From an optimization exercise on the open Yosys and OpenROAD flow, aimed at small area, a short achievable clock period and few clock cycles per item; shortcuts taken in it are not production practice.

// tilt_vector_to_angle_sector
module tilt_vector_to_angle_sector (
  input  wire         clk,
  input  wire         rst,
  input  wire         accel_valid,
  output wire         accel_stall,
  input  wire  [15:0] accel_x,
  input  wire  [15:0] accel_y,
  output wire         sector_valid,
  input  wire         sector_stall,
  output wire  [4:0]  sector
);
Size: ~4400 cells after synthesis, ~43 I/O pins, about 36000 µm² of cells after synthesis.
export LEC_CHECK = 0
export ABC_AREA = 1
export CAP_MARGIN = 20
export CORE_MARGIN = 2
export CORE_UTILIZATION = 40
export SETUP_SLACK_MARGIN = 2.5
export SLEW_MARGIN = 20
create_clock -name core_clock -period 5.0 [get_ports {clk}]
run.sh (not shown) runs the stock make flow with config.mk's settings and CLKGATE_MAP_FILE= SYNTH_SCRIPT=/design/flow/synth_recipe.tcl, a recipe that flattens the netlist after the stock synthesis.
The starting point passed the timing, DRC and antenna checks.
Edit:
--- a/flow/design.v
+++ b/flow/design.v
@@ -62,27 +62,38 @@
       0: atan_step = 14'd8192; 1: atan_step = 14'd4836; 2: atan_step = 14'd2555;
       3: atan_step = 14'd1297; 4: atan_step = 14'd651;  5: atan_step = 14'd326;
       6: atan_step = 14'd163;  7: atan_step = 14'd81;   8: atan_step = 14'd41;
       9: atan_step = 14'd20;   10: atan_step = 14'd10;  11: atan_step = 14'd5;
       12: atan_step = 14'd3;   13: atan_step = 14'd1;   14: atan_step = 14'd1;
       default: atan_step = 14'd0;
     endcase
   endfunction
+  function automatic [15:0] abs16(input [15:0] v);
+    integer j;
+    reg     any;
+    begin
+      any = 1'b0;
+      for (j = 0; j < 16; j = j + 1) begin
+        abs16[j] = v[j] ^ (v[15] & any);
+        any = any | v[j];
+      end
+    end
+  endfunction
   reg        stall_q;
   wire       accept = accel_valid & ~stall_q;
   reg        v0, sx, sy;
   reg [15:0] ax, ay;
   always @(posedge clk) begin
     if (rst) v0 <= 1'b0;
     else     v0 <= accept;
     sx <= accel_x[15];
     sy <= accel_y[15];
-    ax <= accel_x[15] ? 16'd0 - accel_x : accel_x;
-    ay <= accel_y[15] ? 16'd0 - accel_y : accel_y;
+    ax <= abs16(accel_x);
+    ay <= abs16(accel_y);
   end
   wire        d0  = sx ^ sy;
   wire [16:0] s1x = {1'b0, ax} + {1'b0, ay};
   wire [15:0] s1y = d0 ? ay - ax : ax - ay;
   wire        yz  = (ay == 16'd0);
   wire        xz  = (ax == 16'd0);
   reg [16:0] n1x;
   reg [15:0] n1y;
@@ -156,17 +167,17 @@
       assign v_bus[k+1] = vq;
       if (k < 12) begin : g_xy
         reg [((k < 9) ? XW : 11)-1:0] xq;
         reg [WN-1:0] yq;
         always @(posedge clk) begin
           xq <= nxr;
           yq <= ny;
         end
-        assign vx_bus[XW*(k+1) +: XW] = {{(XW - $bits(xq)){1'b0}}, xq};
+        assign vx_bus[XW*(k+1) +: XW] = {{(XW - ((k < 9) ? XW : 11)){1'b0}}, xq};
         assign vy_bus[18*(k+1) +: 18] = {{(18-WN){yq[WN-1]}}, yq};
       end
       if (k < 10) begin : g_d
         reg [k:0] dq;
         always @(posedge clk) dq <= {dk, d_bus[16*k +: k]};
         assign d_bus[16*(k+1) +: 16] = {{(15-k){1'b0}}, dq};
       end else begin : g_l
         wire [5:0] dlo = d_bus[16*k +: 6];
@@ -346,15 +357,15 @@
       stall_q <= sector_stall ? st_ho  : st_go;
       out_v   <= sector_stall ? ov_ho  : ov_go;
       if (push) wp <= wp + 1'b1;
       if (pop)  rp <= rp + 1'b1;
     end
   end
   always @(posedge clk) begin
     out_d <= sector_stall ? od_ho : od_go;
-    if (push) fq[wp] <= pd;
+    if (pv) fq[wp] <= pd;
   end
   assign accel_stall  = stall_q;
   assign sector_valid = out_v;
   assign sector       = out_d;
 endmodule
 `default_nettype wire
=>
- sequential share of layout area climbs by 0.62 points
- routed wire length drops by a few percent
- final area drops slightly
- first-iteration DRC count drops by a few percent
- setup slack loses 180 ps
- clock-buffer cell count climbs by 22
- synthesized area drops by a few percent
- global-route usage drops by 0.40 points
- utilization climbs by 0.66 points
- flip-flop and latch count stays the same
- final cell count drops by a few percent
Function was not checked in any run of this note: the RTL went through the layout flow alone.

-- what the ideal ports hide --
The results above use ideal ports. As a check the final layouts listed here were re-extracted and re-timed, cells and wires unchanged. Step 1, drivers: a clkbuf_16 drives clk and a buf_2 each remaining input, both assumed. Step 2 also shifts input and output timing later by t, the mid clock arrival at the registers, as if the neighbouring blocks saw the same clock. Three values: ideal, step 1, step 2; two values: the first two.
run	shift t [ns]	setup WS [ns]	worst slew at a driven data input, ns
the first run	0.679	2.634 / 2.634 / 2.048	0.04
the second run	0.665	2.453 / 2.453 / 2.238	0.05
After both steps setup and hold are still met in every run listed. For the first run, which loses most, drivers alone change the setup slack by 0.000 ns; drivers and shift together by -0.586 ns.
